Source: an optimization exercise on an open RTL-to-GDS flow (aim: small area). Production flows keep margins and buffers that such runs may drop.
At most, simulation tests tie the RTL to the original design; equivalence was not proved.
Function not checked in runs 2 and 3: the RTL went through the layout flow alone.
Power is estimated from default activity; no workload was simulated.

==> design/flow/design.v <==
package icmp_pkg;
    localparam int MAX_PACKET = 2047;
    localparam int CNT_W      = $clog2(MAX_PACKET + 1);
    localparam int LEN_W      = 11;
    localparam int CFG_IDX_W  = 1;
    localparam int CFG_DATA_W = 16;
    localparam logic [CFG_IDX_W-1:0] CFG_ECHO_ID      = CFG_IDX_W'(0);
    localparam logic [CFG_IDX_W-1:0] CFG_REPORT_OTHER = CFG_IDX_W'(1);
    localparam logic [CNT_W-1:0] POS_VER_IHL = CNT_W'(0);
    localparam logic [CNT_W-1:0] POS_TTL     = CNT_W'(8);
    localparam logic [CNT_W-1:0] POS_PROTO   = CNT_W'(9);
    localparam logic [CNT_W-1:0] OFF_TYPE    = CNT_W'(0);
    localparam logic [CNT_W-1:0] OFF_CODE    = CNT_W'(1);
    localparam logic [CNT_W-1:0] OFF_ID_LO   = CNT_W'(4);
    localparam logic [CNT_W-1:0] OFF_ID_HI   = CNT_W'(5);
    localparam logic [CNT_W-1:0] OFF_SEQ_LO  = CNT_W'(6);
    localparam logic [CNT_W-1:0] OFF_SEQ_HI  = CNT_W'(7);
    localparam logic [CNT_W-1:0] OFF_SEC_LO  = CNT_W'(8);
    localparam logic [CNT_W-1:0] OFF_SEC_HI  = CNT_W'(11);
    localparam logic [CNT_W-1:0] OFF_USEC_LO = CNT_W'(12);
    localparam logic [CNT_W-1:0] OFF_USEC_HI = CNT_W'(15);
    localparam logic [7:0]       PROTO_ICMP      = 8'd1;
    localparam logic [7:0]       ICMP_ECHO_REPLY = 8'd0;
    localparam logic [CNT_W-1:0] MIN_IP_LEN      = CNT_W'(20);
    localparam logic [CNT_W-1:0] ICMP_HDR_LEN    = CNT_W'(8);
    localparam logic [CNT_W-1:0] ICMP_ECHO_LEN   = CNT_W'(16);
    localparam logic [19:0]      USEC_PER_SEC    = 20'd1000000;
    typedef enum logic [1:0] {
        KIND_DROP  = 2'd0,
        KIND_ECHO  = 2'd1,
        KIND_OTHER = 2'd2
    } t_kind;
    typedef struct packed {
        logic [7:0]         data_byte;
        logic               last_byte;
        logic signed [31:0] recv_sec;
        logic [19:0]        recv_usec;
    } t_in;
    typedef struct packed {
        t_kind              kind;
        logic [LEN_W-1:0]   icmp_len;
        logic [7:0]         msg_type;
        logic [7:0]         msg_code;
        logic [15:0]        seq;
        logic [7:0]         ttl;
        logic signed [31:0] rtt_sec;
        logic [19:0]        rtt_usec;
    } t_out;
    typedef struct packed {
        logic [15:0] echo_id;
        logic        report_other;
    } t_cfg;
    typedef struct packed {
        logic [CNT_W-1:0] byte_count;
        logic [5:0]       hdr_len;
        logic [7:0]       protocol;
        logic [7:0]       ttl;
        logic [7:0]       msg_type;
        logic [7:0]       msg_code;
        logic [15:0]      id;
        logic [15:0]      seq;
        logic [31:0]      send_sec;
        logic [31:0]      send_usec;
    } t_pkt;
    typedef struct packed {
        t_kind            kind;
        logic [LEN_W-1:0] icmp_len;
        logic [7:0]       msg_type;
        logic [7:0]       msg_code;
        logic [15:0]      seq;
        logic [7:0]       ttl;
        logic [31:0]      send_sec;
        logic [31:0]      send_usec;
        logic [31:0]      recv_sec;
        logic [19:0]      recv_usec;
    } t_job;
endpackage
module icmp_echo_reply_parser (
    input  logic                                i_clk,
    input  logic                                i_rst_n,
    input  logic                                i_valid,
    output logic                                o_ready,
    input  icmp_pkg::t_in                       i_data,
    output logic                                o_valid,
    input  logic                                i_ready,
    output icmp_pkg::t_out                      o_data,
    input  logic                                i_cfg_we,
    input  logic [icmp_pkg::CFG_IDX_W-1:0]      i_cfg_idx,
    input  logic [icmp_pkg::CFG_DATA_W-1:0]     i_cfg_data
);
    logic [15:0] r_echo_id;
    logic        r_report_other;
    always_ff @(posedge i_clk) begin
        if (!i_rst_n) begin
            r_echo_id      <= 16'd0;
            r_report_other <= 1'b1;
        end else if (i_cfg_we) begin
            if (i_cfg_idx == icmp_pkg::CFG_ECHO_ID)      r_echo_id      <= i_cfg_data;
            if (i_cfg_idx == icmp_pkg::CFG_REPORT_OTHER) r_report_other <= i_cfg_data[0];
        end
    end
    logic r_hv;      
    logic r_tv;      
    logic r_rv;      
    logic r_te;      
    logic r_to;      
    logic back_ready;
    logic pop;
    logic to_tail;
    assign back_ready = !r_rv || i_ready;
    assign pop        = r_hv && back_ready;
    logic [10:0] r_cnt;
    logic [3:0]  r_hl4;
    logic        r_proto_ok;
    logic [7:0]  r_ttl;
    logic [7:0]  r_type;
    logic [7:0]  r_code;
    logic [15:0] r_id;
    logic [15:0] r_seq;
    logic [31:0] r_nssec;    
    logic [19:0] r_nsu;      
    logic        r_neg;      
    logic        r_big;      
    logic [7:0]  din;
    logic        accept;
    logic        push;
    logic        wr;
    logic [3:0]  hl4_c;
    logic [7:0]  rel;        
    logic        in_icmp;
    logic [3:0]  off;
    logic [10:0] cnt_inc;
    assign din     = i_data.data_byte;
    assign o_ready = !r_tv;
    assign accept  = i_valid && !r_tv;
    assign push    = accept && i_data.last_byte;
    assign wr      = accept && (r_cnt != 11'd2047);
    assign hl4_c   = (r_cnt == 11'd0) ? din[3:0] : r_hl4;
    assign rel     = {1'b0, r_cnt[6:0]} - {2'b00, hl4_c, 2'b00};
    assign in_icmp = (r_cnt[10:7] == 4'd0) && !rel[7] && (rel[6:4] == 3'd0);
    assign off     = rel[3:0];
    assign cnt_inc = (r_cnt == 11'd2047) ? r_cnt : r_cnt + 11'd1;
    logic w15;
    logic neg_c;
    logic big_c;
    assign w15   = wr && in_icmp && (off == 4'd15);
    assign neg_c = w15 ? din[7] : r_neg;
    assign big_c = w15 ? (r_big || (din[6:0] != 7'd0)) : r_big;
    logic [10:0] len;
    logic [10:0] ilen;
    logic        ilen_bw;
    logic        icmp_ok;
    logic        e_new;
    logic        o_new;
    logic        k_e;
    logic        k_o;
    logic        keep;
    assign len             = cnt_inc;
    assign {ilen_bw, ilen} = {1'b0, len} - {6'd0, hl4_c, 2'b00};
    assign icmp_ok = r_proto_ok && (len >= 11'd20) && !ilen_bw && (ilen[10:3] != 8'd0);
    assign e_new   = icmp_ok && (r_type == 8'd0) && (r_id == r_echo_id) && (ilen[10:4] != 7'd0);
    assign o_new   = icmp_ok && (r_type != 8'd0) && r_report_other;
    assign k_e     = r_tv ? r_te : e_new;
    assign k_o     = r_tv ? r_to : o_new;
    assign keep    = k_e || k_o;
    logic [31:0] rs;
    logic [19:0] ru;
    logic [31:0] ds;
    logic [19:0] ud;
    logic        k12, k22, k32, k10, k20;
    logic        ud_co;
    logic        borrow;
    assign rs = i_data.recv_sec;
    assign ru = i_data.recv_usec;
    icmp_rca #(12) u_ds0 (.a(rs[11:0]),  .b(r_nssec[11:0]),  .ci(1'b1), .s(ds[11:0]),  .co(k12));
    icmp_rca #(10) u_ds1 (.a(rs[21:12]), .b(r_nssec[21:12]), .ci(1'b0), .s(ds[21:12]), .co(k22));
    icmp_rca #(10) u_ds2 (.a(rs[31:22]), .b(r_nssec[31:22]), .ci(1'b0), .s(ds[31:22]), .co(k32));
    icmp_rca #(10) u_ud0 (.a(ru[9:0]),   .b(r_nsu[9:0]),     .ci(1'b1), .s(ud[9:0]),   .co(k10));
    icmp_rca #(10) u_ud1 (.a(ru[19:10]), .b(r_nsu[19:10]),   .ci(1'b0), .s(ud[19:10]), .co(k20));
    assign ud_co  = k20 || (k10 && (ud[19:10] == 10'h3FF));
    assign borrow = !neg_c && (big_c || !ud_co);
    assign to_tail = push && r_hv && !pop;
    always_ff @(posedge i_clk) begin
        if (!i_rst_n) begin
            r_cnt <= 11'd0;
        end else if (r_tv) begin
            if (pop) r_cnt <= 11'd0;
        end else if (accept) begin
            if (!i_data.last_byte) r_cnt <= cnt_inc;
            else if (!to_tail)     r_cnt <= 11'd0;
        end
    end
    always_ff @(posedge i_clk) begin
        if (wr) begin
            if (r_cnt == 11'd0) r_hl4 <= din[3:0];
            if (r_cnt == 11'd8) r_ttl <= din;
            if (r_cnt == 11'd9) r_proto_ok <= (din == icmp_pkg::PROTO_ICMP);
            if (in_icmp) begin
                case (off)
                    4'd0:  r_type      <= din;
                    4'd1:  r_code      <= din;
                    4'd4:  if (!to_tail) r_id[7:0] <= din;
                    4'd5:  r_id[15:8]  <= din;
                    4'd6:  r_seq[7:0]  <= din;
                    4'd7:  r_seq[15:8] <= din;
                    default: ;
                endcase
            end
        end
        if (to_tail) begin
            r_nssec   <= ds;
            r_nsu     <= ud;
            r_big     <= borrow;
            r_id[2:0] <= {k22, k12, k10};
        end else if (wr && in_icmp) begin
            case (off)
                4'd8:  r_nssec[7:0]   <= ~din;
                4'd9:  r_nssec[15:8] <= ~din;
                4'd10: r_nssec[23:16] <= ~din;
                4'd11: r_nssec[31:24] <= ~din;
                4'd12: r_nsu[7:0]    <= ~din;
                4'd13: r_nsu[15:8]   <= ~din;
                4'd14: begin
                    r_nsu[19:16] <= ~din[3:0];
                    r_big       <= (din[7:4] != 4'd0);
                end
                4'd15: begin
                    r_neg <= neg_c;
                    r_big <= big_c;
                end
                default: ;
            endcase
        end
        if (!r_tv) begin
            r_te <= e_new;
            r_to <= o_new;
        end
    end
    logic        h_e;
    logic [10:0] h_ilen;
    logic [7:0]  h_code;
    logic [7:0]  h_u8;
    logic [15:0] h_seq;
    logic        h_b;
    logic        h_k12, h_k22, h_k10;
    logic [31:0] h_ds;
    logic [19:0] h_du;
    always_ff @(posedge i_clk) begin
        if (!i_rst_n) begin
            r_hv <= 1'b0;
            r_tv <= 1'b0;
        end else begin
            if (!r_hv || pop) r_hv <= r_tv || push;
            if (r_tv) begin
                if (pop) r_tv <= 1'b0;
            end else begin
                r_tv <= to_tail;
            end
        end
    end
    logic sel_n;
    logic sel_t;
    assign sel_n = k_e && !r_tv;
    assign sel_t = k_e && r_tv;
    always_ff @(posedge i_clk) begin
        if (!r_hv || pop) begin
            h_e     <= k_e;
            h_ilen  <= keep ? ilen : 11'd0;
            h_code  <= keep ? r_code : 8'd0;
            h_u8    <= (r_ttl & {8{k_e}}) | (r_type & {8{k_o}});
            h_seq   <= k_e ? r_seq : 16'd0;
            h_b     <= (sel_n && borrow) || (sel_t && r_big);
            h_k10   <= (sel_n && k10) || (sel_t && r_id[0]);
            h_k12   <= (sel_n && k12) || (sel_t && r_id[1]);
            h_k22   <= (sel_n && k22) || (sel_t && r_id[2]);
            h_ds    <= (ds & {32{sel_n}}) | (r_nssec & {32{sel_t}});
            h_du    <= (ud & {20{sel_n}}) | (r_nsu & {20{sel_t}});
        end
    end
    logic        q_e;
    logic [10:0] q_ilen;
    logic [7:0]  q_code;
    logic [7:0]  q_u8;
    logic [15:0] q_seq;
    logic [31:0] q_rtt_s;
    logic [19:0] q_rtt_u;
    logic [31:0] rtt_s;
    logic [19:0] rtt_u;
    logic [31:0] xs;
    logic [32:12] ic;
    logic [32:0] sk;
    logic        uc;
    assign xs[11:0] = h_ds[11:0];
    assign ic[12]   = h_k12;
    for (genvar i = 12; i < 32; i++) begin : g_inc
        logic c;
        if (i == 22) begin : g_join
            assign c = ic[22] || h_k22;
        end else begin : g_pass
            assign c = ic[i];
        end
        assign xs[i]   = h_ds[i] ^ c;
        assign ic[i+1] = h_ds[i] && c;
    end
    assign sk[0] = h_b;
    for (genvar i = 0; i < 32; i++) begin : g_dec
        assign rtt_s[i] = xs[i] ^ sk[i];
        assign sk[i+1]  = sk[i] && !xs[i];
    end
    assign rtt_u[5:0] = h_du[5:0];
    icmp_rca #(14) u_usec (.a(h_du[19:6]),
                           .b((icmp_pkg::USEC_PER_SEC[19:6] & {14{h_b}}) | {9'd0, h_k10, 4'd0}),
                           .ci(1'b0), .s(rtt_u[19:6]), .co(uc));
    always_ff @(posedge i_clk) begin
        if (!i_rst_n) begin
            r_rv <= 1'b0;
        end else if (back_ready) begin
            r_rv <= r_hv;
        end
    end
    always_ff @(posedge i_clk) begin
        if (back_ready) begin
            q_e     <= h_e;
            q_ilen  <= h_ilen;
            q_code  <= h_code;
            q_u8    <= h_u8;
            q_seq   <= h_seq;
            q_rtt_s <= rtt_s;
            q_rtt_u <= rtt_u;
        end
    end
    assign o_valid = r_rv;
    always_comb begin
        o_data          = '0;
        o_data.kind     = icmp_pkg::t_kind'({(q_ilen != 11'd0) && !q_e, q_e});
        o_data.icmp_len = q_ilen;
        o_data.msg_type = q_e ? 8'd0 : q_u8;
        o_data.msg_code = q_code;
        o_data.seq      = q_seq;
        o_data.ttl      = q_e ? q_u8 : 8'd0;
        o_data.rtt_sec  = $signed(q_rtt_s);
        o_data.rtt_usec = q_rtt_u;
    end
endmodule
module icmp_rca #(parameter int W = 8) (
    input  logic [W-1:0] a,
    input  logic [W-1:0] b,
    input  logic         ci,
    output logic [W-1:0] s,
    output logic         co
);
    logic [W:0] c;
    assign c[0] = ci;
    for (genvar i = 0; i < W; i++) begin : g_bit
        assign s[i]   = a[i] ^ b[i] ^ c[i];
        assign c[i+1] = (a[i] & b[i]) | (c[i] & (a[i] ^ b[i]));
    end
    assign co = c[W];
endmodule
==> design/flow/flow/run.sh <==
#!/bin/bash
# Own flow: the standard layout (standard.sh, unchanged synthesis) with
# two changes to how the layout is built:
#  - the port buffers that global placement inserts are the smallest buffer,
#    sky130_fd_sc_hd__buf_1, instead of the cell buffer_ports picks itself;
#  - clock tree synthesis uses clkbuf_8 in small sink clusters and inserts no
#    dummy loads.
set -euo pipefail
export BUFFER_PORTS_ARGS="-buffer_cell sky130_fd_sc_hd__buf_1"
export CTS_ARGS="-sink_clustering_enable -repair_clock_nets -sink_clustering_size 16 -sink_clustering_max_diameter 60 -buf_list sky130_fd_sc_hd__clkbuf_8 -dont_use_dummy_load"
bash standard.sh > standard_make.log 2>&1
==> design/flow/standard.sh <==
#!/bin/bash
# synth_recipe.tcl (not shown) runs the flow's synth.tcl, then flattens the netlist and writes it again
# the make line also repeats each setting of config.mk as NAME=value (left out here)
make -C /OpenROAD-flow-scripts/flow DESIGN_CONFIG=/design/flow/config.mk WORK_HOME=/design/flow/orfs CLKGATE_MAP_FILE= SYNTH_SCRIPT=/design/flow/synth_recipe.tcl "${@:-finish}"
==> design/flow/config.mk <==
export PLATFORM = sky130hd
export DESIGN_NAME = icmp_echo_reply_parser
export DESIGN_NICKNAME = icmp_echo_reply_parser
export VERILOG_FILES = /design/flow/design.v
export SDC_FILE = /design/flow/constraint.sdc
export NUM_CORES = 4
export LEC_CHECK = 0
export CAP_MARGIN = 20
export CORE_MARGIN = 2
export CORE_UTILIZATION = 40
export CTS_BUF_LIST = sky130_fd_sc_hd__clkbuf_8
export CTS_CLUSTER_DIAMETER = 60
export CTS_CLUSTER_SIZE = 16
export SLEW_MARGIN = 20
==> design/flow/constraint.sdc <==
create_clock -name core_clock -period 10.0 [get_ports {i_clk}]
set_input_delay 2.0000 -clock core_clock [delete_from_list [all_inputs] [get_ports {i_clk}]]
set_output_delay 2.0000 -clock core_clock [all_outputs]
set_load 0.01 [all_outputs]
==> run summary, run 1 <==
- Max Cap Violations: 0
- Drt first-iter violations: 630
- Tot GR Track Use: 17.9%
- Antenna viol nets, final: 0
- Ant diodes: 0
- CP Capture Type: register
- WS Path Type: reg -> reg
- Chip Width: 204 um
- Status: no timing/DRC/antenna violations
- Cell variety after synth: 62
- Post-synthesis mux area share: 0.714%
- Clk sinks: 344
- Worst hold path class: reg -> reg
- P_leak: 7.16 nW
- Simple-gate share of the synthesized area: 7.61%
- Mean routed wirelength per cell: 19.6 um
- Max incr delay on CP: 550 ps
- Period utilization: 70.9%
- Area Growth Syn to Fin: 11.0%
- DP Worst Slack: 2880 ps
- Post-Synth XOR/XNOR Area: 1.65%
- Top post-synthesis cells by area: edfxtp_1 (59%), fa_1 (6.8%), ha_1 (5.8%)
- Crit path max fanout: 6
- DP HPWL: 25500 um
- Top Family by Delay on Critical Path: adder cells
- Gr ovfl total: 0
- Post-CTS Setup Bufs: 0
- Final setup margin: 2910 ps
- Synthesized area: 15900 um^2
- Most common cell after layout, fill and taps aside: edfxtp_1
- EDFF count, synth: 311
- Commonest non-fill, non-tap cells in the layout: edfxtp_1 (311), buf_1 (188), inv_1 (127), ha_1 (74), nand2_1 (65)
- Max VDD drop: 0.0862 mV
- Worst-margin pin slew: 1150 ps
- Worst Clk Skew: 67.5 ps
- Hold_buf cts: 0
- # nets final: 1552
- Worst path bufs/invs: 0
- Max-slew violations: 0
- Max_slew headroom: 23.0%
- Setup TNS: 0 ps
- Worst setup SP type: register
- Minimum clock period: 7090 ps
- Final hold violation count: 0
- Top-Level Pins: 190
- Layout cells sized above 1: 5.38%
- Max frequency: 141 MHz
- Die ar.: 41500 um^2
- Row cnt: 73
- Most used cell, CP: ha_1
- Power density over the cells: 141 nW/um^2
- Post-synth ARST share: 0%
- Fin util: 44.8%
- TritonCTS Buffers: 34
- Critical Path RT: 10320 ps
- Mapped Cells: 1144
- Main synth FF type: edfxtp_1
- Insertion delay to the later sink of the worst-skew pair: 600 ps
- Max clock buf depth: 3
- Largest family of logic cells by synthesized area: adder cells
- Detailed Routing Iterations Pass 1: 4
- Vias: 9433
- Compound-gate portion of the synthesized area: 10.2%
- Share of the synthesized area in the top cell type: 58.6%
- Hold Slack: 421 ps
- Die Ht: 204 um
- Final Setup Violations: 0
- Yosys reg bits: 344
- Post-CTS Resized: 0
- Number of I/O port buffers: 189
- Worst-path clk slew: 90 ps
- Initial Utilization: 40.3%
- First-pass GRT wire length: 55500 um
- Yosys Warn Count: 1
- Net Count, Synth: 1355
- Vias in the first global route: 9340
- Slowest CP cell: edfxtp_1
- Syn avg cell area: 13.9 um^2
- Arr. time, crit path: 7410 ps
- Largest net degree at the start of global routing: 75
- GP Congestion: 0.831
- Seq/Total Area, Yosys: 62.7%
- Initial antenna violation count: 0
- Post-Synth Adder-Cell Area: 12.6%
- Vias/cell: 5.06
- Placed inst area: 17200 um^2
- Leading area contributor after synthesis: edfxtp_1
- H-tree levels: 2
- WL final: 36500 um
- Root Buffer: clkbuf_8
- Residual DRC: 0
- CTS tree: yes
- Design area: 17700 um^2
- RSZ-0062 raised after global routing: no
- Core ar.: 39500 um^2
## Yosys cell counts (3+ instances only)
| library cell | instances |
|---|---|
| a21boi_0 | 27 |
| a21o_1 | 38 |
| a21oi_1 | 39 |
| a22o_1 | 48 |
| a22oi_1 | 4 |
| a31oi_1 | 4 |
| and2_1 | 38 |
| and3_1 | 4 |
| buf_1 | 3 |
| buf_2 | 9 |
| buf_4 | 8 |
| clkbuf_1 | 25 |
| dfxtp_1 | 33 |
| edfxtp_1 | 311 |
| fa_1 | 54 |
| ha_1 | 74 |
| inv_1 | 129 |
| mux2i_1 | 8 |
| nand2_1 | 65 |
| nand2b_1 | 3 |
| nand3_1 | 9 |
| nand4_1 | 7 |
| nor2_1 | 28 |
| nor2b_1 | 25 |
| nor3_1 | 12 |
| nor3_2 | 4 |
| nor4_1 | 12 |
| o211ai_1 | 4 |
| o21a_1 | 7 |
| o21ai_0 | 20 |
| o21ai_1 | 7 |
| o22ai_1 | 14 |
| or3_1 | 5 |
| xnor2_1 | 13 |
| xor2_1 | 17 |
## worst paths after layout
check / startpoint / to / slack, ps / cells after the start
hold reg to reg: h_u8[2] / q_u8[2] / 420 / 0
setup / recovery: h_b / q_rtt_s[31] / 2910 / 33
hold / removal: h_u8[2] / q_u8[2] / 420 / 0
setup reg to reg: h_b / q_rtt_s[31] / 2910 / 33
## state kept, by name (all words and copies together) (netlist names), 20 cells and up
name     cells
h_ds        32
r_nsu       20
r_nssec     32
h_du        20
q_rtt_u     20
q_rtt_s     32
## kinds of logic after synthesis
group           Yosys count
flops                   344
compound gates          228
simple gates            226
buf+inv                 178
fa+ha+maj               128
xor+xnor                 30
mux                      10
## layout make-up
class                   count  area [um^2]
inverters                 131          497
flip-flops and latches    344        10000
well taps                 525          657
repair buffers            208          853
multi-input cells         622         5230
fillers                  3614        21800
clock buffers              34          468
## power breakdown
group          internal (mW)  switching, mW  leakage (nW)
Clock                  0.304          0.453         0.244
Sequential              1.57        0.00988          3.69
Combinational         0.0576         0.0964          3.23
Total                   1.93          0.560          7.16
## per-layer routing
layer  global-route usage [%]  part of all wire [%]  up-vias  wire length, um
li1                         -                     -     4490                -
met1                     24.8                    46     4629            16600
met2                     28.6                    47      251            17000
met3                     2.68                   4.7       63             1730
met4                     7.06                   3.0        0             1090
met5                        0                     0        -                0
## per-stage QoR
| step | power, mW | cells |
|---|---|---|
| 2_1_floorplan | 1.70 | 1144 |
| 3_3_place_gp | 1.77 | 1830 |
| 3_5_place_dp | 1.77 | 1830 |
| 4_1_cts | 2.53 | 1864 |
| 5_1_grt | 2.59 | 1864 |
| 6_report | 2.49 | 1864 |
==> run 2, diff against run 1 <==
--- a/design/flow/design.v
+++ b/design/flow/design.v
@@ -112,11 +112,11 @@
     logic [10:0] r_cnt;
     logic [3:0]  r_hl4;
     logic        r_proto_ok;
-    logic [7:0]  r_ttl;
-    logic [7:0]  r_type;
-    logic [7:0]  r_code;
+    logic [7:0]  r_nttl;     
+    logic [7:0]  r_ntype;
+    logic [7:0]  r_ncode;
     logic [15:0] r_id;
-    logic [15:0] r_seq;
+    logic [15:0] r_nseq;
     logic [31:0] r_nssec;    
     logic [19:0] r_nsu;      
     logic        r_neg;      
@@ -158,8 +158,8 @@
     assign len             = cnt_inc;
     assign {ilen_bw, ilen} = {1'b0, len} - {6'd0, hl4_c, 2'b00};
     assign icmp_ok = r_proto_ok && (len >= 11'd20) && !ilen_bw && (ilen[10:3] != 8'd0);
-    assign e_new   = icmp_ok && (r_type == 8'd0) && (r_id == r_echo_id) && (ilen[10:4] != 7'd0);
-    assign o_new   = icmp_ok && (r_type != 8'd0) && r_report_other;
+    assign e_new   = icmp_ok && (r_ntype == 8'hFF) && (r_id == r_echo_id) && (ilen[10:4] != 7'd0);
+    assign o_new   = icmp_ok && (r_ntype != 8'hFF) && r_report_other;
     assign k_e     = r_tv ? r_te : e_new;
     assign k_o     = r_tv ? r_to : o_new;
     assign keep    = k_e || k_o;
@@ -193,16 +193,16 @@
     always_ff @(posedge i_clk) begin
         if (wr) begin
             if (r_cnt == 11'd0) r_hl4 <= din[3:0];
-            if (r_cnt == 11'd8) r_ttl <= din;
+            if (r_cnt == 11'd8) r_nttl <= ~din;
             if (r_cnt == 11'd9) r_proto_ok <= (din == icmp_pkg::PROTO_ICMP);
             if (in_icmp) begin
                 case (off)
-                    4'd0:  r_type      <= din;
-                    4'd1:  r_code      <= din;
+                    4'd0:  r_ntype     <= ~din;
+                    4'd1:  r_ncode     <= ~din;
                     4'd4:  if (!to_tail) r_id[7:0] <= din;
                     4'd5:  r_id[15:8]  <= din;
-                    4'd6:  r_seq[7:0]  <= din;
-                    4'd7:  r_seq[15:8] <= din;
+                    4'd6:  r_nseq[7:0]  <= ~din;
+                    4'd7:  r_nseq[15:8] <= ~din;
                     default: ;
                 endcase
             end
@@ -266,9 +266,9 @@
         if (!r_hv || pop) begin
             h_e     <= k_e;
             h_ilen  <= keep ? ilen : 11'd0;
-            h_code  <= keep ? r_code : 8'd0;
-            h_u8    <= (r_ttl & {8{k_e}}) | (r_type & {8{k_o}});
-            h_seq   <= k_e ? r_seq : 16'd0;
+            h_code  <= ~(r_ncode | {8{!keep}});
+            h_u8    <= ~((r_nttl | {8{!k_e}}) & (r_ntype | {8{!k_o}}));
+            h_seq   <= ~(r_nseq | {16{!k_e}});
             h_b     <= (sel_n && borrow) || (sel_t && r_big);
             h_k10   <= (sel_n && k10) || (sel_t && r_id[0]);
             h_k12   <= (sel_n && k12) || (sel_t && r_id[1]);
--- a/design/flow/flow/run.sh
+++ b/design/flow/flow/run.sh
@@ -7,5 +7,5 @@
 #    dummy loads.
 set -euo pipefail
 export BUFFER_PORTS_ARGS="-buffer_cell sky130_fd_sc_hd__buf_1"
-export CTS_ARGS="-sink_clustering_enable -repair_clock_nets -sink_clustering_size 16 -sink_clustering_max_diameter 60 -buf_list sky130_fd_sc_hd__clkbuf_8 -dont_use_dummy_load"
+export CTS_ARGS="-sink_clustering_enable -repair_clock_nets -sink_clustering_size 32 -sink_clustering_max_diameter 80 -buf_list sky130_fd_sc_hd__clkbuf_16 -dont_use_dummy_load"
 bash standard.sh > standard_make.log 2>&1
==> run summary, run 2 <==
- # nets final: 1550 (-0.13%)
- Post-CTS Setup Bufs: 0 (unchanged)
- Vias in the first global route: 9153 (-2.0%)
- Period utilization: 70.5% (-0.37 points)
- Cell variety after synth: 64 (+3.2%)
- Mapped Cells: 1160 (+1.4%)
- Tot GR Track Use: 17.1% (-0.89 points)
- Clk sinks: 344 (unchanged)
- Max frequency: 142 MHz (+0.52%)
- Sequential Area: 10000 um^2 (unchanged)
- Commonest non-fill, non-tap cells in the layout: edfxtp_1 (311), buf_1 (189), inv_1 (142), nand2_1 (81), ha_1 (74)
- Net Count, Synth: 1371 (+1.2%)
- Hold Slack: 369 ps (-51.7 ps)
- Most frequent cells after synthesis: edfxtp_1 (311), inv_1 (144), nand2_1 (81), ha_1 (74), fa_1 (54)
- Top-Level Pins: 190 (unchanged)
- Max clock buf depth: 3 (unchanged)
- FF-to-FF setup slack: 2950 ps (+40 ps)
- Dpl cells: 1842 (+0.66%)
- Root Buffer: clkbuf_16
- Critical Path RT: 10240 ps (-80 ps)
- Origin of the critical flop-to-flop path: h_b
- First-pass GRT wire length: 53800 um (-2.9%)
- Yosys Warn Count: 1 (unchanged)
- Top Family by Delay on Critical Path: adder cells
- Number of I/O port buffers: 189 (unchanged)
- Seq/Total Area, Yosys: 62.9% (+0.20 points)
- Post-CTS Resized: 0 (unchanged)
- Max incr delay on CP: 570 ps (+20 ps)
- Worst-path clk slew: 120 ps (+30 ps)
- Uppermost layer routed: met4
- Worst-margin pin slew: 1030 ps (-112 ps)
- Area Growth Syn to Fin: 11.0% (about the same)
- Die ar.: 41300 um^2 (-0.31%)
- TritonCTS Buffers: 20 (-41%)
- Most common cell after layout, fill and taps aside: edfxtp_1
- Gr ovfl total: 0 (unchanged)
- Post-synth ARST share: 0% (unchanged)
- Vias: 9322 (-1.2%)
- Ant diodes: 0 (unchanged)
- Wl on met1: 16100 um (-2.8%)
- Drt first-iter violations: 613 (-2.7%)
- H-tree levels: 1 (-1)
- Die Ht: 203 um (-0.15%)
- Core ar.: 39500 um^2 (-0.23%)
- Synthesized area: 15900 um^2 (-0.31%)
- Final Setup Violations: 0 (unchanged)
- WL final: 35100 um (-3.6%)
- DR WL met2: 16800 um (-1.5%)
- R2r endpoint: q_rtt_s[31]
- Slowest CP cell: edfxtp_1
- WHS Path Cells: 0 (unchanged)
- Main synth FF type: edfxtp_1
- Initial antenna violation count: 0 (unchanged)
- Worst Reg2Reg Path Length in Cells: 33 (unchanged)
- Worst Clk Skew: 68.7 ps (+1.25 ps)
- Largest net degree at the start of global routing: 70 (-6.7%)
- Multi-input combinational cell area: 5170 um^2 (-1.1%)
- Power density over the cells: 143 nW/um^2 (+1.7%)
- Mean routed wirelength per cell: 18.9 um (-3.5%)
- Residual DRC: 0 (unchanged)
- Leading area contributor after synthesis: edfxtp_1
- Worst hold path class: reg -> reg
- Layout cells sized above 1: 3.44% (-1.9 points)
- RSZ-0062 raised after global routing: no
- Minimum clock period: 7050 ps (-36.9 ps)
- Antenna viol nets, final: 0 (unchanged)
- Max-slew violations: 0 (unchanged)
- DP HPWL: 25300 um (-0.62%)
- Worst setup endpoint: q_rtt_s[31]
- Share of the synthesized area in the top cell type: 58.8% (+0.18 points)
- Hold_buf cts: 0 (unchanged)
- Setup TNS: 0 ps (unchanged)
- Crit path depth: 33 (unchanged)
- Count leader, synth: edfxtp_1
- P_leak: 7.22 nW (+0.74%)
- Worst path bufs/invs: 0 (unchanged)
- Vias/cell: 5.01 (-1.1%)
- Arr. time, crit path: 7300 ps (-110 ps)
- WS Path Type: reg -> reg
- Non-filler cells, final: 1862 (-0.11%)
- Syn avg cell area: 13.7 um^2 (-1.7%)
- Fill cells: 3643 (+0.80%)
- Max Cap Violations: 0 (unchanged)
- Initial Utilization: 40.3% (about the same)
- CP Capture Type: register
- Total Power: 2.53 mW (+1.4%)
- Detailed Routing Iterations Pass 1: 6 (+2)
- Final hold violation count: 0 (unchanged)
- Row cnt: 73 (unchanged)
- Crit path max fanout: 6 (unchanged)
- Met3 Routed Length: 1900 um (+9.9%)
- Chip Width: 203 um (-0.15%)
- Max VDD drop: 0.0847 mV (-1.8%)
- Largest regs: h_ds x32, q_rtt_s x32, r_nssec x32
- GP Congestion: 0.863 (+3.8%)
- Top post-synthesis cells by area: edfxtp_1 (59%), fa_1 (6.8%), ha_1 (5.8%)
- Status: no timing/DRC/antenna violations
- Critical path startpoint: h_b
- Most used cell, CP: ha_1
- Worst setup SP type: register
- CTS tree: yes
- Max_slew headroom: 31.0% (+8.0 points)
- Yosys reg bits: 344 (unchanged)
- EDFF count, synth: 311 (unchanged)
- Insertion delay to the later sink of the worst-skew pair: 550 ps (-50 ps)
run 2: cell count changes after synthesis, moves of 7 or more:
cell / previous run / this run
inv_1: 129 / 144
xnor2_1: 13 / 21
nor4_1: 12 / 5
and2_1: 38 / 21
nor2_1: 28 / 50
nand2_1: 65 / 81
o21ai_0: 20 / 31
xor2_1: 17 / 8
a22o_1: 48 / 38
run 2: worst reg2reg max path, delay by kind of cell, from the launching register on:
family                   cells  cell delay, ps
flip-flops                   1             570
adder cells (fa/ha/maj)     31            5930
XOR/XNOR                     2             260
run 2: where the power goes:
group / switching [mW] / internal, mW / total (mW)
Sequential: 0.00957 / 1.57 / 1.58
Combinational: 0.0965 / 0.0565 / 0.153
Clock: 0.435 / 0.357 / 0.793
Total: 0.541 / 1.99 / 2.53
run 2: worst min path at each step:
stage / start / slack, ps / endpoint
final: h_ilen[9] / 370 / q_ilen[9]
after global routing: h_ilen[9] / 370 / q_ilen[9]
after CTS: h_ilen[9] / 370 / q_ilen[9]
after detailed placement: h_seq[11] / 400 / q_seq[11]
after global placement: h_code[4] / 400 / q_code[4]
after floorplan: h_code[0] / 400 / q_code[0]
run 2: metrics by stage:
stage,setup WS [ps],util [%],cell area [um^2]
6_report,2950,44.7,17600
5_1_grt,2580,44.7,17600
4_1_cts,2860,44.7,17600
3_5_place_dp,2940,43.4,17100
3_3_place_gp,3010,43.4,17100
2_1_floorplan,3290,-,15900
run 2: cells by family after synthesis:
logic type | synth area share [%]
buffers and inverters | 4.60
and+or+nand+nor | 7.87
muxes | 0.520
xor gates and xnor gates | 1.60
adders and majority gates | 12.6
AOI/OAI and AO/OA | 9.86
DFF | 62.9
run 2: routing by layer:
layer  GRT usage (%)  up-vias
met5               0        -
met4            2.42        0
met3            2.35       25
met2            28.2      257
met1            24.6     4572
li1                -     4468
run 2: layout make-up:
type,instances,area share [%]
multi-input combinational,632,29.3
clock buffer,20,2.84
tap,525,3.72
timing repair buffer,197,4.36
inverter,144,3.09
sequential,344,56.7
==> run 3, diff against run 2 <==
--- a/design/flow/flow/run.sh
+++ b/design/flow/flow/run.sh
@@ -7,5 +7,5 @@
 #    dummy loads.
 set -euo pipefail
 export BUFFER_PORTS_ARGS="-buffer_cell sky130_fd_sc_hd__buf_1"
-export CTS_ARGS="-sink_clustering_enable -repair_clock_nets -sink_clustering_size 32 -sink_clustering_max_diameter 80 -buf_list sky130_fd_sc_hd__clkbuf_16 -dont_use_dummy_load"
+export CTS_ARGS="-sink_clustering_enable -repair_clock_nets -sink_clustering_size 20 -sink_clustering_max_diameter 45 -buf_list sky130_fd_sc_hd__clkbuf_8 -dont_use_dummy_load"
 bash standard.sh > standard_make.log 2>&1
==> run summary, run 3 <==
- Status: no timing/DRC/antenna violations
- Initial Utilization: 40.3% (unchanged)
- Antenna viol nets, final: 0 (unchanged)
- EDFF count, synth: 311 (unchanged)
- Max VDD drop: 0.0758 mV (-10%)
- Yosys reg bits: 344 (unchanged)
- Sw Ratio: 22.1% (+0.65 points)
- Top-Level Pins: 190 (unchanged)
- Vias/cell: 5.00 (-0.13%)
- Worst Clk Skew: 86.4 ps (+17.7 ps)
- Worst-margin pin slew: 1040 ps (+6.56 ps)
- Hold Slack: 378 ps (+9.09 ps)
- Area Growth Syn to Fin: 11.3%
- Post-CTS Resized: 0 (unchanged)
- Commonest non-fill, non-tap cells in the layout: edfxtp_1 (311), buf_1 (189), inv_1 (142), nand2_1 (81), ha_1 (74)
- Final setup margin: 3060 ps (+112 ps)
- Period utilization: 69.4% (-1.1 points)
- Max-slew violations: 0 (unchanged)
- Combinational Power Share: 6.0% (about the same)
- First-pass GRT wire length: 54100 um (+0.54%)
- Slowest CP cell: edfxtp_1
- Non-filler cells, final: 1881 (+1.0%)
- Seq/Total Area, Yosys: 62.9% (unchanged)
- Root Buffer: clkbuf_8
- Top post-synthesis cells by area: edfxtp_1 (59%), fa_1 (6.8%), ha_1 (5.8%)
- Vias in the first global route: 9326 (+1.9%)
- NetSw: 560 uW (+3.4%)
- Dpl cells: 1842 (unchanged)
- CTS tree: yes
- Die ar.: 41300 um^2 (unchanged)
- Main synth FF type: edfxtp_1
- Setup TNS: 0 ps (unchanged)
- Ant diodes: 0 (unchanged)
- WL final: 35400 um (+0.75%)
- Fin util: 44.8% (+0.092 points)
- Chip Width: 203 um (unchanged)
- Post-synth ARST share: 0% (unchanged)
- Max Cap Violations: 0 (unchanged)
- Die Ht: 203 um (unchanged)
- Layout cells sized above 1: 4.79% (+1.4 points)
- Yosys Warn Count: 1 (unchanged)
- Clk sinks: 344 (unchanged)
- Net Count, Synth: 1371 (unchanged)
- Most frequent cells after synthesis: edfxtp_1 (311), inv_1 (144), nand2_1 (81), ha_1 (74), fa_1 (54)
- DP Worst Slack: 2940 ps (unchanged)
- Design area: 17700 um^2 (+0.21%)
- TritonCTS Buffers: 39 (+95%)
- Insertion delay to the later sink of the worst-skew pair: 610 ps (+60 ps)
- Minimum clock period: 6940 ps (-112 ps)
- Most used cell, CP: ha_1
- Power density over the cells: 144 nW/um^2 (+0.16%)
- Worst-path clk slew: 110 ps (about the same)
- Worst setup SP type: register
- Total Power: 2.54 mW (+0.37%)
- WS Path Type: reg -> reg
- H-tree levels: 2 (+1)
- Residual DRC: 0 (unchanged)
- Detailed Routing Iterations Pass 1: 5 (-1)
- Final hold violation count: 0 (unchanged)
- Mean routed wirelength per cell: 18.8 um (-0.26%)
- Core ar.: 39500 um^2 (unchanged)
- Max_slew headroom: 30.6% (-0.44 points)
- Mapped Cells: 1160 (unchanged)
- Cell internal pwr: 1.98 mW (-0.47%)
- Number of I/O port buffers: 189 (unchanged)
- P_leak: 7.25 nW (+0.47%)
- Placed inst area: 17100 um^2 (unchanged)
- Cell variety after synth: 64 (unchanged)
- Largest regs: h_ds x32, q_rtt_s x32, r_nssec x32
- Vias: 9405 (+0.89%)
- Fill cells: 3644 (+0.027%)
- Drt first-iter violations: 585 (-4.6%)
- Initial antenna violation count: 0 (unchanged)
- Max incr delay on CP: 540 ps (-30 ps)
- Synthesized area: 15900 um^2 (unchanged)
- # nets final: 1569 (+1.2%)
- Largest net degree at the start of global routing: 70 (unchanged)
- DP HPWL: 25300 um (unchanged)
- Hold_buf cts: 0 (unchanged)
- Share of the synthesized area in the top cell type: 58.8% (unchanged)
- Sequential Power Share: 62.4% (-0.2 points)
- Syn avg cell area: 13.7 um^2 (unchanged)
- Crit path max fanout: 6 (unchanged)
- Max clock buf depth: 3 (unchanged)
- Gr ovfl total: 0 (unchanged)
- RSZ-0062 raised after global routing: no
- Leading area contributor after synthesis: edfxtp_1
- Final Setup Violations: 0 (unchanged)
- CP Capture Type: register
- GP Congestion: 0.863 (unchanged)
- Worst hold path class: reg -> reg
- Critical Path RT: 10320 ps (+80 ps)
- Sequential Area: 10000 um^2 (unchanged)
- Clock share of power: 31.6% (+0.3 points)
- Arr. time, crit path: 7270 ps (-30 ps)
- Multi-input combinational cell area: 5170 um^2 (unchanged)
- Post-CTS Setup Bufs: 0 (unchanged)
- Max frequency: 144 MHz (+1.6%)
- Count leader, synth: edfxtp_1
- Most common cell after layout, fill and taps aside: edfxtp_1
- Tot GR Track Use: 17.3% (+0.23 points)
- Row cnt: 73 (unchanged)
run 3: cell counts after synthesis:
Identical to the previous run, type by type.
run 3: cell type report:
class	count	area share, %
sequential	344	56.6
multi-input combinational	632	29.2
timing repair buffer	197	4.35
tap	525	3.72
inverter	144	3.09
clock buffer	39	3.04
run 3: worst paths after layout:
check | depth (start not counted) | from | slack (ps) | to
worst max-delay path | 33 | h_b | 3060 | q_rtt_s[31]
worst min-delay path | 0 | h_code[0] | 380 | q_code[0]
worst max register to register | 33 | h_b | 3060 | q_rtt_s[31]
worst min register to register | 0 | h_code[0] | 380 | q_code[0]
run 3: logic make-up after synthesis:
kind of cell | after synthesis | synth area share [%]
AOI/OAI and AO/OA | 221 | 9.86
xor gates and xnor gates | 29 | 1.60
adders and majority gates | 128 | 12.6
buffers and inverters | 184 | 4.60
DFF | 344 | 62.9
muxes | 8 | 0.520
and+or+nand+nor | 246 | 7.87
run 3: power by group through the flow:
stage               Sequential (mW)  Combinational, mW  Clock, mW
finish                         1.58              0.153      0.801
global route                   1.59              0.172      0.879
CTS                            1.58              0.156      0.831
detailed placement             1.62              0.155          0
global placement               1.62              0.151          0
floorplan                      1.62             0.0842          0
run 3: layer usage:
| metal | vias to the layer above | GRT usage (%) | part of all wire, % |
|---|---|---|---|
| li1 | 4505 | - | - |
| met1 | 4575 | 24.3 | 45 |
| met3 | 45 | 2.70 | 5.6 |
| met2 | 280 | 28.2 | 48 |
| met4 | 0 | 4.22 | 1.8 |
| met5 | - | 0 | 0 |
run 3: worst max-delay path, delay by kind of cell, from the launching register on:
family     cells  cell delay, ps
xor+xnor       2             270
flops          1             540
fa+ha+maj     31            5900
==> run 4, diff against run 3 <==
--- a/design/flow/design.v
+++ b/design/flow/design.v
@@ -102,8 +102,6 @@
     logic r_hv;      
     logic r_tv;      
     logic r_rv;      
-    logic r_te;      
-    logic r_to;      
     logic back_ready;
     logic pop;
     logic to_tail;
@@ -111,7 +109,7 @@
     assign pop        = r_hv && back_ready;
     logic [10:0] r_cnt;
     logic [3:0]  r_hl4;
-    logic        r_proto_ok;
+    logic        r_proto_ok;  
     logic [7:0]  r_nttl;     
     logic [7:0]  r_ntype;
     logic [7:0]  r_ncode;
@@ -160,8 +158,8 @@
     assign icmp_ok = r_proto_ok && (len >= 11'd20) && !ilen_bw && (ilen[10:3] != 8'd0);
     assign e_new   = icmp_ok && (r_ntype == 8'hFF) && (r_id == r_echo_id) && (ilen[10:4] != 7'd0);
     assign o_new   = icmp_ok && (r_ntype != 8'hFF) && r_report_other;
-    assign k_e     = r_tv ? r_te : e_new;
-    assign k_o     = r_tv ? r_to : o_new;
+    assign k_e     = r_tv ? r_proto_ok : e_new;
+    assign k_o     = r_tv ? r_neg : o_new;
     assign keep    = k_e || k_o;
     logic [31:0] rs;
     logic [19:0] ru;
@@ -194,7 +192,7 @@
         if (wr) begin
             if (r_cnt == 11'd0) r_hl4 <= din[3:0];
             if (r_cnt == 11'd8) r_nttl <= ~din;
-            if (r_cnt == 11'd9) r_proto_ok <= (din == icmp_pkg::PROTO_ICMP);
+            if (r_cnt == 11'd9 && !to_tail) r_proto_ok <= (din == icmp_pkg::PROTO_ICMP);
             if (in_icmp) begin
                 case (off)
                     4'd0:  r_ntype     <= ~din;
@@ -212,6 +210,8 @@
             r_nsu     <= ud;
             r_big     <= borrow;
             r_id[2:0] <= {k22, k12, k10};
+            r_neg     <= o_new;
+            r_proto_ok <= e_new;
         end else if (wr && in_icmp) begin
             case (off)
                 4'd8:  r_nssec[7:0]   <= ~din;
@@ -231,10 +231,6 @@
                 default: ;
             endcase
         end
-        if (!r_tv) begin
-            r_te <= e_new;
-            r_to <= o_new;
-        end
     end
     logic        h_e;
     logic [10:0] h_ilen;
--- a/design/flow/flow/run.sh
+++ b/design/flow/flow/run.sh
@@ -7,5 +7,5 @@
 #    dummy loads.
 set -euo pipefail
 export BUFFER_PORTS_ARGS="-buffer_cell sky130_fd_sc_hd__buf_1"
-export CTS_ARGS="-sink_clustering_enable -repair_clock_nets -sink_clustering_size 20 -sink_clustering_max_diameter 45 -buf_list sky130_fd_sc_hd__clkbuf_8 -dont_use_dummy_load"
+export CTS_ARGS="-sink_clustering_enable -repair_clock_nets -sink_clustering_size 20 -sink_clustering_max_diameter 60 -buf_list sky130_fd_sc_hd__clkbuf_8 -dont_use_dummy_load"
 bash standard.sh > standard_make.log 2>&1
--- a/design/flow/config.mk
+++ b/design/flow/config.mk
@@ -7,8 +7,5 @@
 export LEC_CHECK = 0
 export CAP_MARGIN = 20
 export CORE_MARGIN = 2
-export CORE_UTILIZATION = 40
-export CTS_BUF_LIST = sky130_fd_sc_hd__clkbuf_8
-export CTS_CLUSTER_DIAMETER = 60
-export CTS_CLUSTER_SIZE = 16
+export CORE_UTILIZATION = 65
 export SLEW_MARGIN = 20
==> run summary, run 4 <==
- Most frequent cells after synthesis: edfxtp_1 (311), inv_1 (148), ha_1 (74), nand2_1 (74), nor2_1 (70)
- Most common cell after layout, fill and taps aside: edfxtp_1
- Die ar.: 25700 um^2 (-38%)
- # nets final: 1560 (-0.57%)
- Minimum clock period: 7030 ps (+84.6 ps)
- Core ar.: 24100 um^2 (-39%)
- Top-Level Pins: 190 (unchanged)
- Critical Path RT: 10340 ps (+20 ps)
- Period utilization: 70.3% (+0.85 points)
- Post-synth ARST share: 0% (unchanged)
- Max-slew violations: 0 (unchanged)
- Yosys reg bits: 342 (-0.58%)
- Number of I/O port buffers: 189 (unchanged)
- Vias: 9489 (+0.89%)
- Arr. time, crit path: 7370 ps (+100 ps)
- Root Buffer: clkbuf_8
- Detailed Routing Iterations Pass 1: 6 (+1)
- Final hold violation count: 0 (unchanged)
- Max frequency: 142 MHz (-1.2%)
- Die Ht: 160 um (-21%)
- Hold_buf cts: 0 (unchanged)
- P_leak: 7.17 nW (-1.2%)
- H-tree levels: 1 (-1)
- EDFF count, synth: 311 (unchanged)
- Vias in the first global route: 9111 (-2.3%)
- Fin util: 71.3% (+27 points)
- Clock share of power: 26.4% (-5.2 points)
- CTS tree: yes
- Worst-margin pin slew: 1060 ps (+21.3 ps)
- Gr ovfl total: 0 (unchanged)
- Seq/Total Area, Yosys: 62.8% (-0.099 points)
- Final Setup Violations: 0 (unchanged)
- Chip Width: 160 um (-21%)
- WL final: 31800 um (-10%)
- Net Count, Synth: 1381 (+0.73%)
- Setup TNS: 0 ps (unchanged)
- Clk sinks: 342 (-0.58%)
- Initial Utilization: 65.8% (+25 points)
- Max VDD drop: 0.0924 mV (+22%)
- Max clock buf depth: 3 (unchanged)
- Worst setup SP type: register
- Main synth FF type: edfxtp_1
- Post-CTS Resized: 0 (unchanged)
- Max Cap Violations: 0 (unchanged)
- Mean routed wirelength per cell: 19.0 um (+0.98%)
- Post-CTS Setup Bufs: 0 (unchanged)
- RSZ-0062 raised after global routing: no
- Commonest non-fill, non-tap cells in the layout: edfxtp_1 (311), buf_1 (188), inv_1 (146), nand2_1 (74), ha_1 (74)
- Combinational Power Share: 6.5% (+0.5 points)
- Count leader, synth: edfxtp_1
- Status: no timing/DRC/antenna violations
- Power density over the cells: 136 nW/um^2 (-4.9%)
- TritonCTS Buffers: 24 (-38%)
- Leading area contributor after synthesis: edfxtp_1
- Max incr delay on CP: 560 ps (+20 ps)
- CP Capture Type: register
- Cell internal pwr: 1.84 mW (-7.1%)
- Worst Clk Skew: 47.4 ps (-39.0 ps)
- Final setup margin: 2970 ps (-84.6 ps)
- Hold Slack: 418 ps (+40.5 ps)
- Most used cell, CP: ha_1
- Initial antenna violation count: 0 (unchanged)
- DP HPWL: 22600 um (-11%)
- Syn avg cell area: 13.5 um^2 (-1.1%)
- First-pass GRT wire length: 49800 um (-8.0%)
- NetSw: 509 uW (-9.1%)
- Area Growth Syn to Fin: 8.45%
- FF-to-FF setup slack: 2970 ps (-80 ps)
- Share of the synthesized area in the top cell type: 58.9% (+0.14 points)
- Sequential Power Share: 67.1% (+4.7 points)
- Drt first-iter violations: 750 (+28%)
- Yosys Warn Count: 1 (unchanged)
- Residual DRC: 0 (unchanged)
- Worst-path clk slew: 120 ps (about the same)
- Ant diodes: 0 (unchanged)
- GP Congestion: 0.861 (-0.28%)
- Synthesized area: 15900 um^2 (-0.24%)
- DP Worst Slack: 2930 ps (-9.60 ps)
- Insertion delay to the later sink of the worst-skew pair: 570 ps (-40 ps)
- Mapped Cells: 1170 (+0.86%)
- Row cnt: 57 (-22%)
- Total Power: 2.35 mW (-7.5%)
- Antenna viol nets, final: 0 (unchanged)
- Vias/cell: 5.68 (+14%)
- Worst hold path class: reg -> reg
- Tot GR Track Use: 25.1% (+7.9 points)
- Sw Ratio: 21.7% (-0.37 points)
- Slowest CP cell: edfxtp_1
- Largest regs: h_ds x32, q_rtt_s x32, r_nssec x32
- Max_slew headroom: 29.2% (-1.4 points)
- Crit path max fanout: 6 (unchanged)
- Largest net degree at the start of global routing: 70 (unchanged)
- Cell variety after synth: 59 (-7.8%)
- WS Path Type: reg -> reg
- Layout cells sized above 1: 4.01% (-0.78 points)
- Top post-synthesis cells by area: edfxtp_1 (59%), fa_1 (6.8%), ha_1 (5.8%)
-- run 4: changes by cell type in the layout (fill, tap and decap cells not counted), moves of 5 or more --
cell | before | now
clkbuf_8 | 39 | 24
nand4b_1 | 5 | 0
nor4_1 | 5 | 12
nor2_1 | 50 | 70
nand2_1 | 81 | 74
a21oi_1 | 45 | 33
-- run 4: worst paths after layout --
kind	from	endpoint	cells after the start
worst max register to register	h_b	q_rtt_s[31]	33
worst min register to register	h_ilen[4]	q_ilen[4]	0
worst max-delay path	h_b	q_rtt_s[31]	33
worst min-delay path	h_ilen[4]	q_ilen[4]	0
-- run 4: cell families after synthesis --
group,synth area share [%]
adders and majority gates,12.7
and+or+nand+nor,7.78
buffers and inverters,4.74
muxes,0.442
DFF,62.8
AOI/OAI and AO/OA,9.72
xor gates and xnor gates,1.82
-- run 4: worst max-delay path, delay by kind of cell (launching register included) --
family / cells / cell delay, ps
XOR/XNOR: 2 / 260
adder cells (fa/ha/maj): 31 / 5970
flip-flops: 1 / 560
-- run 4: power groups by stage --
stage / combinational, mW / clock [mW] / sequential [mW]
after CTS: 0.153 / 0.636 / 1.57
after detailed placement: 0.152 / 0 / 1.61
after floorplan: 0.0856 / 0 / 1.61
final: 0.153 / 0.619 / 1.57
after global routing: 0.170 / 0.686 / 1.58
after global placement: 0.149 / 0 / 1.61
-- run 4: cell type report --
cell class	count	area, um^2
clock buffers	24	330
fillers	1766	6920
inverters	148	559
multi-input cells	633	5140
flip-flops and latches	342	9960
well taps	324	405
repair buffers	200	793
-- run 4: routing by layer --
layer	part of all wire [%]	track usage, %	vias up
met1	45	38.5	4587
met5	0	0	-
met3	6.6	2.83	56
met2	46	39.2	367
li1	-	-	4479
met4	2.2	6.80	0
-- run 4: through the flow --
stage / std cells / instance area, um^2
finish: 1671 / 17200
global route: 1671 / 17200
CTS: 1671 / 17200
detailed placement: 1647 / 16900
global placement: 1647 / 16900
floorplan: 1170 / 15900
==> run 5, diff against run 4 <==
==> design/flow/flow/run.sh (replaced) <==
#!/bin/bash
# Own flow: the standard layout (standard.sh with the standard flow's synthesis script
# synth_recipe.tcl), with three changes to how the layout is built:
#  - synthesis maps the logic with ABC's area script (ABC_AREA=1), and that
#    script (flow/abc_area.script, used from a copy of ORFS's scripts folder)
#    is an area-oriented one: dch + amap, twice. Registers are mapped before
#    ABC runs, so they are the standard synthesis's registers;
#  - the port buffers that global placement inserts are the smallest buffer,
#    sky130_fd_sc_hd__buf_1, instead of the cell buffer_ports picks itself;
#  - clock tree synthesis uses clkbuf_8 in small sink clusters and inserts no
#    dummy loads.
set -euo pipefail
here=$(pwd)
rm -rf "$here/scripts_abc"
cp -r "$FLOW_HOME/scripts" "$here/scripts_abc"
cp "$here/flow/abc_area.script" "$here/scripts_abc/abc_area.script"
export BUFFER_PORTS_ARGS="-buffer_cell sky130_fd_sc_hd__buf_1"
export CTS_ARGS="-sink_clustering_enable -repair_clock_nets -sink_clustering_size 18 -sink_clustering_max_diameter 50 -buf_list sky130_fd_sc_hd__clkbuf_8 -dont_use_dummy_load"
bash standard.sh SCRIPTS_DIR="$here/scripts_abc" ABC_AREA=1 finish > standard_make.log 2>&1
==> design/flow/flow/abc_area.script (new file) <==
strash
dch
amap
strash
dch
amap
topo
stime -c
==> run summary, run 5 <==
- Status: no timing/DRC/antenna violations
- CP Capture Type: register
- Row cnt: 55 (-3.5%)
- Slowest CP cell: edfxtp_1
- Clk sinks: 342 (unchanged)
- Insertion delay to the later sink of the worst-skew pair: 540 ps (-30 ps)
- Yosys Warn Count: 1 (unchanged)
- Largest net degree at the start of global routing: 70 (unchanged)
- Crit path max fanout: 7 (+1)
- Post-CTS Setup Bufs: 0 (unchanged)
- GP Congestion: 0.867 (+0.76%)
- Tot GR Track Use: 26.4% (+1.2 points)
- Ant diodes: 0 (unchanged)
- Initial Utilization: 66.4% (+0.67 points)
- Cell internal pwr: 1.93 mW (+5.2%)
- Arr. time, crit path: 7430 ps (+60 ps)
- Worst path bufs/invs: 0 (unchanged)
- Worst-margin pin slew: 941 ps (-122 ps)
- Main synth FF type: edfxtp_1
- Gr ovfl total: 0 (unchanged)
- Share of the synthesized area in the top cell type: 61.7% (+2.8 points)
- Combinational Power Share: 6.1% (-0.4 points)
- Max VDD drop: 0.104 mV (+12%)
- Syn avg cell area: 13.0 um^2 (-4.3%)
- Clock share of power: 30.0% (+3.6 points)
- Post-Synth Adder-Cell Area: 13.3% (+0.60 points)
- Most common cell after layout, fill and taps aside: edfxtp_1
- Vias/cell: 5.54 (-2.5%)
- Max incr delay on CP: 570 ps (about the same)
- Largest family of logic cells by synthesized area: adder cells
- Period utilization: 71.6% (+1.3 points)
- Max-slew violations: 0 (unchanged)
- Mapped Cells: 1167 (-0.26%)
- Compound-gate portion of the synthesized area: 8.32% (-1.4 points)
- Die Ht: 157 um (-2.2%)
- Power density over the cells: 147 nW/um^2 (+7.5%)
- Post-synth ARST share: 0% (unchanged)
- H-tree levels: 2 (+1)
- WL final: 30900 um (-2.7%)
- Antenna viol nets, final: 0 (unchanged)
- Worst Clk Skew: 44.0 ps (-3.36 ps)
- Hold_buf cts: 0 (unchanged)
- Worst setup SP type: register
- Post-Synth XOR/XNOR Area: 0.174% (-1.6 points)
- Max frequency: 140 MHz (-1.9%)
- Mean routed wirelength per cell: 18.0 um (-5.3%)
- Layout cells sized above 1: 3.77% (-0.23 points)
- Area Growth Syn to Fin: 11.4%
- Final Setup Violations: 0 (unchanged)
- Final setup margin: 2840 ps (-133 ps)
- TritonCTS Buffers: 35 (+46%)
- # nets final: 1617 (+3.7%)
- Cell variety after synth: 34 (-42%)
- Largest regs: h_ds x32, q_rtt_s x32, r_nssec x32
- DP Worst Slack: 2810 ps (-115 ps)
- Die ar.: 24500 um^2 (-4.4%)
- Worst hold path class: reg -> reg
- Initial antenna violation count: 0 (unchanged)
- Max Cap Violations: 0 (unchanged)
- Vias in the first global route: 9293 (+2.0%)
- Post-CTS Resized: 0 (unchanged)
- Residual DRC: 0 (unchanged)
- Sequential Power Share: 63.9% (-3.2 points)
- Leading area contributor after synthesis: edfxtp_1
- Critical Path RT: 10270 ps (-70 ps)
- Commonest non-fill, non-tap cells in the layout: edfxtp_1 (311), clkinv_1 (212), buf_1 (189), nor2_1 (122), o21ai_0 (121)
- First-pass GRT wire length: 48900 um (-1.7%)
- Simple-gate share of the synthesized area: 7.09% (-0.69 points)
- Root Buffer: clkbuf_8
- DP HPWL: 21700 um (-4.1%)
- Worst-path clk slew: 100 ps (-20 ps)
- Vias: 9509 (+0.21%)
- Seq/Total Area, Yosys: 65.8% (+3.0 points)
- WS Path Type: reg -> reg
- Number of I/O port buffers: 189 (unchanged)
- Core ar.: 22800 um^2 (-5.5%)
- NetSw: 539 uW (+6.0%)
- Count leader, synth: edfxtp_1
- RSZ-0062 raised after global routing: no
- Fill cells: 1562 (-12%)
- Top-Level Pins: 190 (unchanged)
- Yosys reg bits: 342 (unchanged)
- Top Family by Delay on Critical Path: adder cells
- CTS tree: yes
- Detailed Routing Iterations Pass 1: 5 (-1)
- Most frequent cells after synthesis: edfxtp_1 (311), clkinv_1 (213), nor2_1 (123), o21ai_0 (121), nand2_1 (79)
- Post-synthesis mux area share: 0% (-0.44 points)
- Top post-synthesis cells by area: edfxtp_1 (62%), fa_1 (7.1%), ha_1 (6.1%)
- Setup TNS: 0 ps (unchanged)
- Drt first-iter violations: 770 (+2.7%)
- Max_slew headroom: 36.6% (+7.5 points)
- P_leak: 6.38 nW (-11%)
- Final hold violation count: 0 (unchanged)
- Most used cell, CP: ha_1
- EDFF count, synth: 311 (unchanged)
- Chip Width: 157 um (-2.2%)
- Sw Ratio: 21.8% (+0.13 points)
- Net Count, Synth: 1378 (-0.22%)
- Minimum clock period: 7160 ps (+133 ps)
- Max clock buf depth: 3 (unchanged)
- Synthesized area: 15100 um^2 (-4.5%)
## run 5: cell families after synthesis
kind of cell,count (synthesis)
AOI/OAI and AO/OA,226
xor gates and xnor gates,3
adders and majority gates,128
buffers and inverters,214
DFF,342
and+or+nand+nor,254
## run 5: area by class of cell
| type | instances | area (um^2) | area share (%) |
|---|---|---|---|
| multi-input combinational | 611 | 4390 | 26.0 |
| sequential | 342 | 9960 | 59.1 |
| clock buffer | 35 | 482 | 2.86 |
| timing repair buffer | 203 | 832 | 4.94 |
| tap | 313 | 392 | 2.32 |
| inverter | 213 | 802 | 4.76 |
## run 5: worst reg2reg max path: cells and delay by family, from the launching register on
family	cells	cell delay, ps
adder cells (fa/ha/maj)	31	6200
flip-flops	1	570
AND/OR/NAND/NOR	1	100
AO/OA/AOI/OAI	1	40
## run 5: worst paths after layout
check	start	endpoint	slack [ps]	cells past startpoint
setup / recovery	h_b	q_rtt_s[31]	2840	33
hold / removal	h_code[0]	q_code[0]	390	0
setup reg to reg	h_b	q_rtt_s[31]	2840	33
hold reg to reg	h_code[0]	q_code[0]	390	0
## run 5: power by group through the flow
stage               combinational [mW]  clock, mW  sequential, mW
floorplan                       0.0808          0            1.62
global placement                 0.145          0            1.61
detailed placement               0.150          0            1.61
CTS                              0.151      0.754            1.58
global route                     0.172      0.800            1.58
finish                           0.151      0.742            1.58
## run 5: stage by stage
| stage | area (um^2) | std cells | hold slack (ps) | utilization, % | power [mW] |
|---|---|---|---|---|---|
| after global routing | 16900 | 1717 | 407 | 74.0 | 2.55 |
| after detailed placement | 16300 | 1680 | 405 | 71.7 | 1.76 |
| after CTS | 16800 | 1715 | 397 | 73.8 | 2.48 |
| after global placement | 16300 | 1680 | 403 | 71.7 | 1.76 |
| final | 16900 | 1717 | 388 | 74.0 | 2.47 |
| after floorplan | 15100 | 1167 | 400 | - | 1.70 |
## run 5: layer usage
layer | vias up | GRT usage [%] | routed length (um)
li1 | 4541 | - | -
met1 | 4512 | 38.4 | 13100
met2 | 418 | 41.9 | 14500
met3 | 38 | 5.10 | 2840
met4 | 0 | 6.38 | 502
met5 | - | 0 | 0
==> run 6, diff against run 5 <==
--- a/design/flow/flow/run.sh
+++ b/design/flow/flow/run.sh
@@ -15,5 +15,5 @@
 cp -r "$FLOW_HOME/scripts" "$here/scripts_abc"
 cp "$here/flow/abc_area.script" "$here/scripts_abc/abc_area.script"
 export BUFFER_PORTS_ARGS="-buffer_cell sky130_fd_sc_hd__buf_1"
-export CTS_ARGS="-sink_clustering_enable -repair_clock_nets -sink_clustering_size 18 -sink_clustering_max_diameter 50 -buf_list sky130_fd_sc_hd__clkbuf_8 -dont_use_dummy_load"
+export CTS_ARGS="-sink_clustering_enable -repair_clock_nets -sink_clustering_size 16 -sink_clustering_max_diameter 60 -buf_list sky130_fd_sc_hd__clkbuf_8 -dont_use_dummy_load"
 bash standard.sh SCRIPTS_DIR="$here/scripts_abc" ABC_AREA=1 finish > standard_make.log 2>&1
--- a/design/flow/config.mk
+++ b/design/flow/config.mk
@@ -7,5 +7,5 @@
 export LEC_CHECK = 0
 export CAP_MARGIN = 20
 export CORE_MARGIN = 2
-export CORE_UTILIZATION = 65
+export CORE_UTILIZATION = 40
 export SLEW_MARGIN = 20
==> run summary, run 6 <==
- Period utilization: 70.9% (-0.75 points)
- Core ar.: 37500 um^2 (+65%)
- Largest net degree at the start of global routing: 77 (+10%)
- TritonCTS Buffers: 30 (-14%)
- Vias in the first global route: 9232 (-0.66%)
- Net Count, Synth: 1378 (unchanged)
- Setup TNS: 0 ps (unchanged)
- Slowest CP cell: edfxtp_1
- WHS Path Cells: 0 (unchanged)
- # nets final: 1612 (-0.31%)
- Final Setup Violations: 0 (unchanged)
- Commonest non-fill, non-tap cells in the layout: edfxtp_1 (311), clkinv_1 (212), buf_1 (189), nor2_1 (122), o21ai_0 (119)
- Arr. time, crit path: 7400 ps (-30 ps)
- RSZ-0062 raised after global routing: no
- Max_slew headroom: 31.6% (-5.1 points)
- Area Growth Syn to Fin: 12.5%
- Die Ht: 199 um (+27%)
- Share of the synthesized area in the top cell type: 61.7% (unchanged)
- Power density over the cells: 143 nW/um^2 (-2.7%)
- P_leak: 6.34 nW (-0.51%)
- Max-slew violations: 0 (unchanged)
- Layout cells sized above 1: 3.43% (-0.34 points)
- CTS tree: yes
- Crit path max fanout: 7 (unchanged)
- Minimum clock period: 7090 ps (-74.8 ps)
- DP HPWL: 24800 um (+14%)
- Residual DRC: 0 (unchanged)
- Non-filler cells, final: 1910 (+11%)
- Sw Ratio: 22.5% (+0.65 points)
- Syn avg cell area: 13.0 um^2 (unchanged)
- Clock share of power: 28.7% (-1.3 points)
- Sequential Power Share: 65.0% (+1.1 points)
- Design area: 17000 um^2 (+1.0%)
- First-pass GRT wire length: 52600 um (+7.5%)
- Number of I/O port buffers: 189 (unchanged)
- Multi-input combinational cell area: 4380 um^2 (-0.11%)
- Post-synth ARST share: 0% (unchanged)
- Detailed Routing Iterations Pass 1: 5 (unchanged)
- Final setup margin: 2910 ps (+74.8 ps)
- WS Path Type: reg -> reg
- Worst Clk Skew: 59.7 ps (+15.7 ps)
- Status: no timing/DRC/antenna violations
- Max frequency: 141 MHz (+1.1%)
- Sequential Area: 9960 um^2 (unchanged)
- H-tree levels: 1 (-1)
- Dpl cells: 1879 (+12%)
- Mean routed wirelength per cell: 18.4 um (+2.1%)
- Drt first-iter violations: 726 (-5.7%)
- Fill cells: 3510 (+120%)
- Top post-synthesis cells by area: edfxtp_1 (62%), fa_1 (7.1%), ha_1 (6.1%)
- Max VDD drop: 0.0936 mV (-9.7%)
- DP Worst Slack: 2760 ps (-52.4 ps)
- Most used cell, CP: ha_1
- Top-Level Pins: 190 (unchanged)
- Ant diodes: 0 (unchanged)
- WL final: 35100 um (+14%)
- Die ar.: 39400 um^2 (+61%)
- EDFF count, synth: 311 (unchanged)
- Worst Reg2Reg Path Length in Cells: 33 (unchanged)
- Worst hold path class: reg -> reg
- Worst-margin pin slew: 1020 ps (+75.0 ps)
- Combinational Power Share: 6.3% (+0.2 points)
- Vias: 9518 (+0.095%)
- Cell variety after synth: 34 (unchanged)
- Placed inst area: 16600 um^2 (+1.5%)
- Insertion delay to the later sink of the worst-skew pair: 620 ps (+80 ps)
- Synthesized area: 15100 um^2 (unchanged)
- Cell internal pwr: 1.88 mW (-2.5%)
- Row cnt: 71 (+29%)
- Post-CTS Resized: 0 (unchanged)
- GP Congestion: 0.841 (-3.0%)
- Max Cap Violations: 0 (unchanged)
- Post-CTS Setup Bufs: 0 (unchanged)
- NetSw: 546 uW (+1.2%)
- Worst-path clk slew: 100 ps (about the same)
- Largest regs: h_ds x32, q_rtt_s x32, r_nssec x32
- Critical Path RT: 10310 ps (+40 ps)
- Max clock buf depth: 3 (unchanged)
- Yosys reg bits: 342 (unchanged)
- Max incr delay on CP: 550 ps (-20 ps)
- Initial antenna violation count: 0 (unchanged)
- Tot GR Track Use: 17.7% (-8.7 points)
- Gr ovfl total: 0 (unchanged)
- Most frequent cells after synthesis: edfxtp_1 (311), clkinv_1 (213), nor2_1 (123), o21ai_0 (121), nand2_1 (79)
- Initial Utilization: 40.4% (-26 points)
- Root Buffer: clkbuf_8
- Worst setup SP type: register
- Vias/cell: 4.98 (-10%)
- Count leader, synth: edfxtp_1
- Main synth FF type: edfxtp_1
- Antenna viol nets, final: 0 (unchanged)
- Chip Width: 199 um (+27%)
- Most common cell after layout, fill and taps aside: edfxtp_1
- Seq/Total Area, Yosys: 65.8% (unchanged)
- FF-to-FF setup slack: 2910 ps (+70 ps)
- Mapped Cells: 1167 (unchanged)
- CP Capture Type: register
- Clk sinks: 342 (unchanged)
- Hold_buf cts: 0 (unchanged)
- Final hold violation count: 0 (unchanged)
- Leading area contributor after synthesis: edfxtp_1
- Yosys Warn Count: 1 (unchanged)
-- run 6: cell counts after synthesis --
Identical to the previous run, type by type.
-- run 6: worst paths after layout --
check,from,endpoint
setup / recovery,h_b,q_rtt_s[31]
hold / removal,h_du[0],q_rtt_u[0]
setup reg to reg,h_b,q_rtt_s[31]
hold reg to reg,h_du[0],q_rtt_u[0]
-- run 6: worst max-delay path, delay by kind of cell (launching register included) --
family                   cells  cell delay (ps)
AO/OA/AOI/OAI                1               50
AND/OR/NAND/NOR              1              100
adder cells (fa/ha/maj)     31             6110
flip-flops                   1              550
-- run 6: metal layers --
layer	GRT usage (%)	part of all wire, %
met1	24.7	45
met4	4.51	2.1
met3	2.61	5.8
met2	29.1	47
met5	0	0
-- run 6: layout make-up --
cell class,count,share of cell area (%)
tap,511,3.76
clock buffer,30,2.43
multi-input combinational,611,25.7
sequential,342,58.5
timing repair buffer,203,4.89
inverter,213,4.71
-- run 6: through the flow --
stage	hold WS [ps]	utilization (%)	power [mW]
floorplan	400	-	1.70
global placement	403	44.2	1.76
detailed placement	406	44.2	1.77
CTS	412	45.3	2.46
global route	430	45.4	2.53
finish	410	45.4	2.43
-- run 6: cell families (layout without fill, tap and decap cells) --
family                   count (synthesis)  in the layout  share of synthesized area, %
adder cells (fa/ha/maj)                128            128                          13.3
XOR/XNOR                                 3              3                         0.174
AND/OR/NAND/NOR                        254            254                          7.09
buffers and inverters                  214            446                          5.33
AO/OA/AOI/OAI                          226            226                          8.32
flip-flops                             342            342                          65.8
-- run 6: power groups by stage --
stage                     Sequential (mW)  Combinational [mW]  Clock (mW)
after CTS                            1.58               0.155       0.722
after global routing                 1.58               0.173       0.772
after floorplan                      1.62              0.0808           0
after detailed placement             1.61               0.154           0
final                                1.58               0.153       0.697
after global placement               1.61               0.151           0

## port drivers added, routing unchanged
No port has a modelled driver above. Below, the same layouts with a new extraction and two added sets of constraints. Step 1 assumes that a clkbuf_16 drives the clock port and a buf_2 every other input. Step 2 also shifts input and output timing later by t, the mid clock arrival at the registers, as if the neighbouring blocks saw the same clock. a / b / c = ideal ports / drivers / drivers and shift; a / b = the first two.
run	t (ns)	setup WS [ns]
run 1	0.614	2.909 / 2.909 / 2.909
run 2	0.567	2.946 / 2.946 / 2.946
run 3	0.618	3.057 / 3.057 / 3.016
run 4	0.595	2.973 / 2.973 / 2.973
run 5	0.563	2.840 / 2.840 / 2.840
run 6	0.637	2.914 / 2.914 / 2.775
After both steps setup and hold are still met in every run listed.
